What follows belongs to an exercise in optimizing a design on an open flow for small area, a short achievable clock period and few clock cycles; a production flow would make more cautious choices. The RTL was checked by simulation tests, not by an equivalence proof against the original design.

==> flow/design.v <==
package ebv_pkg;
   localparam int unsigned ModBits     = 32;
   localparam int unsigned DigestBytes = 32;
   localparam int unsigned CountBits   = 6;
   localparam logic [CountBits-1:0] CountMax = 6'd63;
   localparam logic [ModBits-1:0] ModulusReset   = 32'd30803;
   localparam logic [ModBits-1:0] GeneratorReset = 32'd2;
   localparam logic [ModBits-1:0] PublicReset    = 32'd1;
   localparam logic [1:0] RegModulus   = 2'd0;
   localparam logic [1:0] RegGenerator = 2'd1;
   localparam logic [1:0] RegPublic    = 2'd2;
   localparam int unsigned MontSteps = 34;
   localparam int unsigned MulK      = 4;
   localparam int unsigned MulCycles = (MontSteps + MulK - 1) / MulK;
   localparam int unsigned MulLastSteps = MontSteps - MulK * (MulCycles - 1);
   localparam logic [ModBits-1:0] R2Reset = 32'd13269;
endpackage
module ebv_modmul (
   input  logic                        clock,
   input  logic                        run,     
   input  logic                        last,    
   input  logic [ebv_pkg::MulK-1:0]    a_dig,   
   input  logic [32:0]                 b,
   input  logic [31:0]                 modulus,
   output logic [32:0]                 res
);
   localparam int K = ebv_pkg::MulK;
   localparam int J = ebv_pkg::MulLastSteps;
   logic [33:0] ss_ff, sc_ff;
   logic [33:0] s_v [0:K];
   logic [33:0] c_v [0:K];
   logic [34:0] ts, tc, qp, us, uc;
   logic [33:0] pp;
   logic [33:0] sum_last;
   always_comb begin
      s_v[0] = ss_ff;
      c_v[0] = sc_ff;
      for (int j = 0; j < K; j++) begin
         pp = a_dig[j] ? {1'b0, b} : 34'd0;
         ts = {1'b0, s_v[j] ^ c_v[j] ^ pp};
         tc = {(s_v[j] & c_v[j]) | (s_v[j] & pp) | (c_v[j] & pp), 1'b0};
         qp = ts[0] ? {3'b000, modulus} : 35'd0;
         us = ts ^ tc ^ qp;
         uc = {(ts[33:0] & tc[33:0]) | (ts[33:0] & qp[33:0]) | (tc[33:0] & qp[33:0]), 1'b0};
         s_v[j+1] = us[34:1];
         c_v[j+1] = uc[34:1];
      end
      sum_last = s_v[J] + c_v[J];
      res      = sum_last[32:0];
   end
   always_ff @(posedge clock) begin
      if (run && !last) begin
         ss_ff <= s_v[K];
         sc_ff <= c_v[K];
      end else begin
         ss_ff <= '0;
         sc_ff <= '0;
      end
   end
endmodule
module ebv_seq (
   input  logic                              clock,
   input  logic                              reset,
   input  logic [31:0]                       modulus,
   input  logic [31:0]                       generator,
   input  logic [31:0]                       public_value,
   input  logic                              mod_write,
   input  logic                              req_valid,
   output logic                              req_ready,
   input  logic [72:0]                       req_data,
   output logic                              rsp_valid,
   input  logic                              rsp_ready,
   output logic [2:0]                        rsp_data
);
   localparam int K = ebv_pkg::MulK;
   localparam int C = ebv_pkg::MulCycles;
   localparam logic [4:0] S_IDLE = 5'd0,  S_R2C  = 5'd1,  S_CHK  = 5'd2,  S_LDR2 = 5'd3,
                          S_CVY  = 5'd4,  S_CVR  = 5'd5,  S_CVG  = 5'd6,  S_GSQ  = 5'd7,
                          S_GMUL = 5'd8,  S_GRED = 5'd9,  S_LDY  = 5'd10, S_CVYR = 5'd11,
                          S_YTOP = 5'd12, S_YLD  = 5'd13, S_YSQ  = 5'd14, S_YMUL = 5'd15,
                          S_YRED = 5'd16, S_DONE = 5'd17;
   logic [4:0]  state_ff, state_in;
   logic [6:0]  cnt_ff, cnt_in;
   logic [32:0] acc_ff, acc_in;
   logic [32:0] by_ff, br_ff, byr_ff, bg_ff;
   logic [31:0] r2_ff;
   logic        dirty_ff;
   logic [4:0]  ei_ff, ei_in;
   logic [2:0]  hi_ff, hi_in;
   logic [1:0]  tsel_ff;
   logic        hb_ff, hz_ff, rng_ff, ok_ff;
   logic [ebv_pkg::CountBits-1:0] count_ff;
   logic        run_ff, rv_ff;
   logic [2:0]  out_ff;
   logic [7:0]  h_in;
   logic [31:0] r_in, s_in;
   logic        last_in, in_range, rs_bit, accept;
   logic        mm, mm_last, a_one, all_v;
   logic [32:0] bmux, a_src, mres;
   logic [K*C-1:0] a_ext;
   logic [K-1:0] a_dig;
   logic [33:0] red_x;
   logic [34:0] red_d;
   logic [32:0] red;
   logic [ebv_pkg::CountBits-1:0] count_inc;
   logic        by_we, br_we, byr_we, bg_we, bg_red;
   assign h_in    = req_data[72:65];
   assign r_in    = req_data[64:33];
   assign s_in    = req_data[32:1];
   assign last_in = req_data[0];
   assign in_range = (modulus >= 32'd3) && (r_in != 32'd0) && (r_in < modulus) &&
                     (s_in != 32'd0) && (s_in < modulus - 32'd1);
   assign rs_bit   = r_in[ei_ff] | s_in[ei_ff];
   assign mm = (state_ff == S_CVY) || (state_ff == S_CVR) || (state_ff == S_CVG) ||
               (state_ff == S_GSQ) || (state_ff == S_GMUL) || (state_ff == S_CVYR) ||
               (state_ff == S_YSQ) || (state_ff == S_YMUL);
   assign mm_last = (cnt_ff == 7'(C - 1));
   always_comb begin
      unique case (state_ff)
         S_CVY:                 bmux = {1'b0, public_value};
         S_CVR, S_CVYR:         bmux = br_ff;
         S_CVG:                 bmux = hz_ff ? acc_ff : {1'b0, generator};
         S_GSQ, S_YSQ:          bmux = acc_ff;
         S_GMUL:                bmux = bg_ff;
         S_LDR2:                bmux = {1'b0, r2_ff};
         S_LDY:                 bmux = by_ff;
         default: begin
            unique case (tsel_ff)
               2'b10:   bmux = by_ff;
               2'b01:   bmux = br_ff;
               default: bmux = byr_ff;
            endcase
         end
      endcase
   end
   assign a_one = (state_ff == S_CVG) && hz_ff;
   assign a_src = a_one ? 33'd1 : acc_ff;
   assign a_ext = (K*C)'(a_src);
   assign a_dig = a_ext[K*cnt_ff[5:0] +: K];
   ebv_modmul u_mul (
      .clock   (clock),
      .run     (mm),
      .last    (mm_last),
      .a_dig   (a_dig),
      .b       (bmux),
      .modulus (modulus),
      .res     (mres)
   );
   assign red_x = (state_ff == S_R2C) ? {acc_ff, 1'b0} : {1'b0, acc_ff};
   assign red_d = {1'b0, red_x} - {3'b000, modulus};
   assign red   = red_d[34] ? red_x[32:0] : red_d[32:0];
   assign count_inc = (count_ff < ebv_pkg::CountMax) ? count_ff + 1'b1 : count_ff;
   assign all_v     = run_ff && ok_ff;
   assign req_ready = (state_ff == S_DONE) && !rv_ff;
   assign accept    = req_valid && req_ready;
   assign rsp_valid = rv_ff;
   assign rsp_data  = out_ff;
   always_comb begin
      state_in = state_ff;
      cnt_in   = mm ? (mm_last ? 7'd0 : cnt_ff + 7'd1) : 7'd0;
      acc_in   = acc_ff;
      ei_in    = ei_ff;
      hi_in    = hi_ff;
      by_we = 1'b0; br_we = 1'b0; byr_we = 1'b0; bg_we = 1'b0; bg_red = 1'b0;
      if ((state_ff == S_CHK) || (state_ff == S_LDR2) || (state_ff == S_CVY) ||
          (state_ff == S_CVR)) begin
         if (!h_in[hi_ff] && hi_ff != 3'd0) hi_in = hi_ff - 3'd1;
      end
      if ((state_ff >= S_CHK) && (state_ff <= S_YTOP) && (state_ff != S_GSQ) &&
          (state_ff != S_GMUL)) begin
         if (!rs_bit && ei_ff != 5'd0) ei_in = ei_ff - 5'd1;
      end
      unique case (state_ff)
         S_IDLE: begin
            ei_in = 5'd31;
            hi_in = 3'd7;
            if (dirty_ff) begin
               acc_in   = 33'd1;
               state_in = S_R2C;
            end else if (req_valid) begin
               state_in = S_CHK;
            end
         end
         S_R2C: begin
            acc_in = red;
            cnt_in = cnt_ff + 7'd1;
            if (cnt_ff == 7'(2 * ebv_pkg::MontSteps - 1)) state_in = S_IDLE;
            if (mod_write) state_in = S_IDLE;
         end
         S_CHK: state_in = rng_ff ? S_LDR2 : S_DONE;
         S_LDR2: begin
            acc_in   = bmux;
            br_we    = 1'b1;
            state_in = S_CVY;
         end
         S_CVY: if (mm_last) begin
            by_we    = 1'b1;
            state_in = S_CVR;
         end
         S_CVR: if (mm_last) begin
            br_we    = 1'b1;
            state_in = S_CVG;
         end
         S_CVG: if (mm_last) begin
            acc_in = mres;
            bg_we  = 1'b1;
            if (hz_ff || hi_ff == 3'd0) state_in = S_GRED;
            else begin
               hi_in    = hi_ff - 3'd1;
               state_in = S_GSQ;
            end
         end
         S_GSQ: if (mm_last) begin
            acc_in = mres;
            if (hb_ff) state_in = S_GMUL;
            else if (hi_ff == 3'd0) state_in = S_GRED;
            else hi_in = hi_ff - 3'd1;
         end
         S_GMUL: if (mm_last) begin
            acc_in = mres;
            if (hi_ff == 3'd0) state_in = S_GRED;
            else begin
               hi_in    = hi_ff - 3'd1;
               state_in = S_GSQ;
            end
         end
         S_GRED: begin
            bg_red   = 1'b1;
            state_in = S_LDY;
         end
         S_LDY: begin
            acc_in   = bmux;
            state_in = S_CVYR;
         end
         S_CVYR: if (mm_last) begin
            byr_we   = 1'b1;
            state_in = S_YTOP;
         end
         S_YTOP: if (rs_bit) state_in = S_YLD;
         S_YLD: begin
            acc_in = bmux;
            if (ei_ff == 5'd0) state_in = S_YRED;
            else begin
               ei_in    = ei_ff - 5'd1;
               state_in = S_YSQ;
            end
         end
         S_YSQ: if (mm_last) begin
            acc_in = mres;
            if (tsel_ff != 2'b00) state_in = S_YMUL;
            else if (ei_ff == 5'd0) state_in = S_YRED;
            else ei_in = ei_ff - 5'd1;
         end
         S_YMUL: if (mm_last) begin
            acc_in = mres;
            if (ei_ff == 5'd0) state_in = S_YRED;
            else begin
               ei_in    = ei_ff - 5'd1;
               state_in = S_YSQ;
            end
         end
         S_YRED: state_in = S_DONE;
         S_DONE: if (accept) state_in = S_IDLE;
         default: state_in = S_IDLE;
      endcase
   end
   always_ff @(posedge clock) begin
      if (reset) begin
         state_ff <= S_IDLE;
         dirty_ff <= 1'b0;
         r2_ff    <= ebv_pkg::R2Reset;
         count_ff <= '0;
         run_ff   <= 1'b1;
         rv_ff    <= 1'b0;
      end else begin
         state_ff <= state_in;
         if (mod_write) dirty_ff <= 1'b1;
         else if (state_ff == S_R2C && state_in == S_IDLE) dirty_ff <= 1'b0;
         if (state_ff == S_R2C && cnt_ff == 7'(2 * ebv_pkg::MontSteps - 1)) r2_ff <= red[31:0];
         if (rv_ff && rsp_ready) rv_ff <= 1'b0;
         if (accept) begin
            rv_ff <= 1'b1;
            if (last_in) begin
               count_ff <= '0;
               run_ff   <= 1'b1;
            end else begin
               count_ff <= count_inc;
               run_ff   <= all_v;
            end
         end
      end
      cnt_ff  <= cnt_in;
      acc_ff  <= acc_in;
      ei_ff   <= ei_in;
      hi_ff   <= hi_in;
      tsel_ff <= {r_in[ei_ff], s_in[ei_ff]};
      hb_ff   <= h_in[hi_ff];
      hz_ff   <= (hi_ff == 3'd0) && !h_in[0];
      rng_ff  <= in_range;
      if (br_we) br_ff <= (state_ff == S_LDR2) ? {1'b0, r_in} : mres;
      if (by_we) by_ff <= mres;
      if (byr_we) byr_ff <= mres;
      if (bg_we) bg_ff <= mres;
      else if (bg_red) bg_ff <= red;
      if (state_ff == S_CHK && !rng_ff) ok_ff <= 1'b0;
      if (state_ff == S_YRED) ok_ff <= (red == bg_ff);
      if (accept) begin
         out_ff[2] <= ok_ff;
         out_ff[0] <= last_in;
         out_ff[1] <= last_in ? (all_v && (count_inc == ebv_pkg::CountBits'(ebv_pkg::DigestBytes)))
                              : all_v;
      end
   end
endmodule
module elgamal_byte_verifier_top (
   input  logic                              clock,
   input  logic                              reset,
   input  logic                              req_valid,
   output logic                              req_ready,
   input  logic [72:0]                       req_data,
   output logic                              rsp_valid,
   input  logic                              rsp_ready,
   output logic [2:0]                        rsp_data,
   input  logic                              psel,
   input  logic                              penable,
   input  logic                              pwrite,
   input  logic [3:0]                        paddr,
   input  logic [31:0]                       pwdata,
   output logic [31:0]                       prdata,
   output logic                              pready
);
   logic [ebv_pkg::ModBits-1:0] mod_ff, gen_ff, pub_ff;
   logic                        wr_en;
   assign pready = 1'b1;
   assign wr_en  = psel && penable && pwrite && (paddr[1:0] == 2'b00);
   always_ff @(posedge clock) begin
      if (reset) begin
         mod_ff <= ebv_pkg::ModulusReset;
         gen_ff <= ebv_pkg::GeneratorReset;
         pub_ff <= ebv_pkg::PublicReset;
      end else if (wr_en) begin
         if (paddr[3:2] == ebv_pkg::RegModulus)   mod_ff <= pwdata;
         if (paddr[3:2] == ebv_pkg::RegGenerator) gen_ff <= pwdata;
         if (paddr[3:2] == ebv_pkg::RegPublic)    pub_ff <= pwdata;
      end
   end
   always_comb begin
      unique case (paddr[3:2])
         ebv_pkg::RegModulus:   prdata = mod_ff;
         ebv_pkg::RegGenerator: prdata = gen_ff;
         ebv_pkg::RegPublic:    prdata = pub_ff;
         default:               prdata = '0;
      endcase
   end
   ebv_seq u_seq (
      .clock        (clock),
      .reset        (reset),
      .modulus      (mod_ff),
      .generator    (gen_ff),
      .public_value (pub_ff),
      .mod_write    (wr_en && !reset && (paddr[3:2] == ebv_pkg::RegModulus)),
      .req_valid    (req_valid),
      .req_ready    (req_ready),
      .req_data     (req_data),
      .rsp_valid    (rsp_valid),
      .rsp_ready    (rsp_ready),
      .rsp_data     (rsp_data)
   );
endmodule
==> flow/run.sh <==
#!/bin/bash
# synth_recipe.tcl (not shown) runs the flow's synth.tcl, then flattens the netlist and writes it again
# the make line also repeats each setting of config.mk as NAME=value (left out here)
make -C /OpenROAD-flow-scripts/flow DESIGN_CONFIG=/design/flow/config.mk WORK_HOME=/design/flow/orfs CLKGATE_MAP_FILE= SYNTH_SCRIPT=/design/flow/synth_recipe.tcl finish
==> flow/config.mk <==
export PLATFORM = sky130hd
export DESIGN_NAME = elgamal_byte_verifier_top
export DESIGN_NICKNAME = elgamal_byte_verifier_top
export VERILOG_FILES = /design/flow/design.v
export SDC_FILE = /design/flow/constraint.sdc
export NUM_CORES = 4
export LEC_CHECK = 0
export CAP_MARGIN = 20
export CORE_MARGIN = 2
export CORE_UTILIZATION = 40
export SLEW_MARGIN = 20
==> flow/constraint.sdc <==
create_clock -name core_clock -period 8.0 [get_ports {clock}]
set_input_delay 1.6000 -clock core_clock [delete_from_list [all_inputs] [get_ports {clock}]]
set_output_delay 1.6000 -clock core_clock [all_outputs]
set_load 0.01 [all_outputs]
==> implementation parameters <==
Parameter                              Value

Status
  Status  no timing/DRC/antenna violations

STA
  Worst clock skew    32.7 ps
  Portion of the clock cycle consumed by the worst path in the final layout    95.0%
  F_max    132 MHz
  Crit path time final    7600 ps
  Actual slew at the worst max-slew pin    1260 ps
  Final Hold Fails    0
  Post-route setup TNS    0 ps
  Max-Slew Margin vs Limit    15.4%
  Number of failing setup endpoints in the final timing report    0
  Worst hold slack across all endpoints    453 ps
  Final count of pins violating max slew    0

Floorplanning
  Die ar.    85400 um2
  Initial core utilization    40.4%
  Std-Cell Core Area    82100 um2
  Total I/O pin count    154
  Die boundary width    292 um
  Count of standard-cell rows    105
  Die Y    292 um

Synth
  Number of instances in the synthesized netlist    3768
  Synth Flop Type    sky130_fd_sc_hd__dfxtp_1
  EDFF count, synth    169
  Post-synthesis area per instance    8.81 um2
  FFs w/ async S/R, synth    0%
  Number of synthesis warnings    5
  Portion of the post-synthesis area used by sequential elements    29.1%
  Synthesized Nets    4295
  Yosys reg bits    399
  Number of distinct library cell variants in the gate-level netlist after synthesis    106
  Mapped Area    33200 um2

Setup path
  Cell count of the worst reg-to-reg path    30
  Type of element launching the critical path    flop
  Crit end category    flop
  Start of the worst register-to-register path    u_seq.state_ff[3]
  Number of buffer and inverter stages on the critical path    6
  Slowest stage cell on the critical path    sky130_fd_sc_hd__fa_1
  Path length in cells of the critical path    30
  Worst Path Class, Setup    reg2reg
  Reg-to-reg endpoint    u_seq.acc_ff[30]
  Worst reg2reg setup slack    400 ps
  Max Fanout on Critical Path    21
  Slowest stage delay, CP    490 ps
  Top Family by Delay on Critical Path    compound AO/OA/AOI/OAI gates
  Req. time, crit path    8320 ps
  Signal arrival time at the worst endpoint    7920 ps

Clock tree
  Clock-pin slew on the worst setup and hold paths    60 ps
  Clock tree from TritonCTS    yes
  Number of buffers on the longest clock path    3
  Clock latency of the later-clocked register in the worst-skew pair    630 ps
  Buffers inserted by post-CTS timing repair    0
  Number of H-tree levels    2
  Hold buffer count at CTS    0
  Cell at the root of the clock tree    sky130_fd_sc_hd__clkbuf_16
  Number of clock sinks    399
  Number of buffers inserted during clock tree synthesis    49

Cells and area
  Share of final-layout standard cells stronger than drive strength 1    9.44%
  NumNets Final    4428
  Top library cells by usage in the layout, fill and taps aside    sky130_fd_sc_hd__nand2_1, sky130_fd_sc_hd__inv_1, sky130_fd_sc_hd__nor2_1, sky130_fd_sc_hd__fa_1, sky130_fd_sc_hd__a21oi_1
  Area delta synth->final    15.4%
  Final Cell Area    38300 um2
  Most frequent standard cell in the layout excluding fill and tap cells    sky130_fd_sc_hd__nand2_1
  Number of inserted diodes    0
  Fillers    7853

Drt
  Count of vias placed by the detailed router    30.3k
  First-pass detailed-route iteration total    6
  Count of unresolved DRC violations after routing    0
  Routed wire per std cell    27.5 um
  Iteration-0 DRC Markers    3862
  Vias/cell    6.04
  Total detailed-routing wirelength    138 mm
  Remaining antenna violation count    0

Place
  # port buffers    152
  Placer's final routability congestion estimate    1.05
  DP Area    36500 um2
  Detailed placer's ending HPWL    104 mm

Job
  Number of violations of the max-capacitance limit    0

Worst hold path
  Path category of the worst min-delay check    reg2reg
  Number of stages on the worst hold path    2
  Startpoint of the lowest-slack hold path    u_seq.r2_ff[1]
  Min-Delay Endpoint    u_seq.r2_ff[1]

GRT
  Wire length of the first global-routing pass    200 mm
  Total global routing overflow    0
  Antenna violations before repair    4
  Largest net degree at the start of global routing    61
  Via count of the first global-routing pass    29.1k
  Global-route usage over all layers    32.0%
-- worst max-delay path by stage --
stage	start	to	slack [ps]
CTS	u_seq.state_ff[3]	u_seq.acc_ff[30]	40
global placement	u_seq.state_ff[3]	u_seq.acc_ff[30]	140
floorplan	u_seq.state_ff[2]	u_seq.u_mul.ss_ff[1]	100
detailed placement	u_seq.state_ff[2]	u_seq.acc_ff[30]	-20
finish	u_seq.state_ff[3]	u_seq.acc_ff[30]	400
global route	u_seq.state_ff[2]	u_seq.acc_ff[32]	-6
-- state kept, by name, summed over array words and instances (netlist names), 2 cells and up --
| name | count |
|---|---|
| gen_ff | 32 |
| u_seq.bg_ff | 33 |
| u_seq.br_ff | 33 |
| mod_ff | 32 |
| u_seq.ei_ff | 5 |
| pub_ff | 32 |
| u_seq.byr_ff | 33 |
| u_seq.r2_ff | 32 |
| u_seq.hi_ff | 3 |
| u_seq.count_ff | 6 |
| u_seq.tsel_ff | 2 |
| u_seq.acc_ff | 33 |
| u_seq.by_ff | 33 |
| u_seq.out_ff | 3 |
| u_seq.u_mul.sc_ff | 34 |
| u_seq.state_ff | 5 |
| u_seq.cnt_ff | 7 |
| u_seq.u_mul.ss_ff | 34 |
-- cells by family after synthesis --
family	after synthesis	synth area share, %
AO/OA/AOI/OAI	871	17.5
multiplexers	108	4.38
buffers and inverters	549	6.48
other	1	0.0113
XOR/XNOR	109	2.87
AND/OR/NAND/NOR	1320	18.2
flip-flops	399	29.1
adder cells (fa/ha/maj)	411	21.4
-- cells in the mapped netlist (all sizes together), types with 30 or more instances --
master  count  share of area, %
nand4      30              0.57
edfxtp    169                15
ha        150               5.7
a211oi     53               1.3
a21o       46               1.0
o21ai     161               2.4
dfxtp     230                14
inv       320               3.6
nand2     568               6.4
a21oi     260               3.9
nor4       37              0.73
mux2i      70               2.1
nand2b    139               2.6
nor2      319               3.6
a22oi      95               2.2
clkbuf    199               2.3
nand3      52              0.82
fa        261                16
nor2b      43              0.81
xnor2      81               2.1
nor3       45              0.73
a31oi      37              0.70
-- what timing repair did --
| action | in CTS | in global routing |
|---|---|---|
| gates resized for setup | 2 | 22 |
| pin swaps | 0 | 1 |
| endpoints found under the setup margin | 1 | 52 |
-- per-layer routing --
layer	share of wire, %	GRT usage (%)	vias up
met5	0.0087	0	-
met4	4.8	13.2	2
met3	11	6.17	317
met2	44	48.9	1794
met1	41	44.4	14900
li1	-	-	13300
-- tightest hold or removal path: stages, from the launching register on --
cell	delay, ps
sky130_fd_sc_hd__dfxtp_1	300
sky130_fd_sc_hd__nand2_1	50
sky130_fd_sc_hd__a21oi_1	50
-- area by class of cell --
class                   instances  area (um2)  area share (%)
clock inverters                31         310           0.810
inverters                     321        1200            3.14
flip-flops and latches        399        9680            25.3
multi-input cells            2820       21600            56.4
well taps                    1070        1340            3.49
clock buffers                  61        1400            3.64
repair buffers                310        2780            7.26
-- per-stage QoR --
stage               setup slack [ps]  instances  util, %
finish                           401       5012     46.7
global route                   -6.03       5012     46.7
CTS                             35.1       5011     46.5
detailed placement             -24.3       4919     44.4
global placement                 136       4919     44.4
floorplan                        102       3768        -
Testbench counts, summed over its fixed seeds: cycles 309,708.

[re-timing with driven ports]
No port has a modelled driver above. Below, the same layout with a new extraction and two added sets of constraints.
Step 1 (the two cells are an assumption about what drives the block):
set clk [get_ports {clock}]
set_driving_cell -lib_cell sky130_fd_sc_hd__clkbuf_16 $clk
set_driving_cell -lib_cell sky130_fd_sc_hd__buf_2 [delete_from_list [all_inputs] $clk]
Step 2 moves the port delays by t, midway between the first and last clock arrival at a register: inputs arrive t later, outputs are due t later. That takes back most of the time a late clock gives input paths.
Slacks: no drivers / after step 1 / after step 2; pairs: no drivers / after step 1.
t (ns): 0.673
setup WS [ns]: 0.401 / 0.401 / 0.401
latest minus earliest clock arrival (ns): 0.033 / 0.032
After both steps setup and hold are still met in this run. The setup slack of this run moves by 0.000 ns with the drivers and by 0.000 ns with both steps.
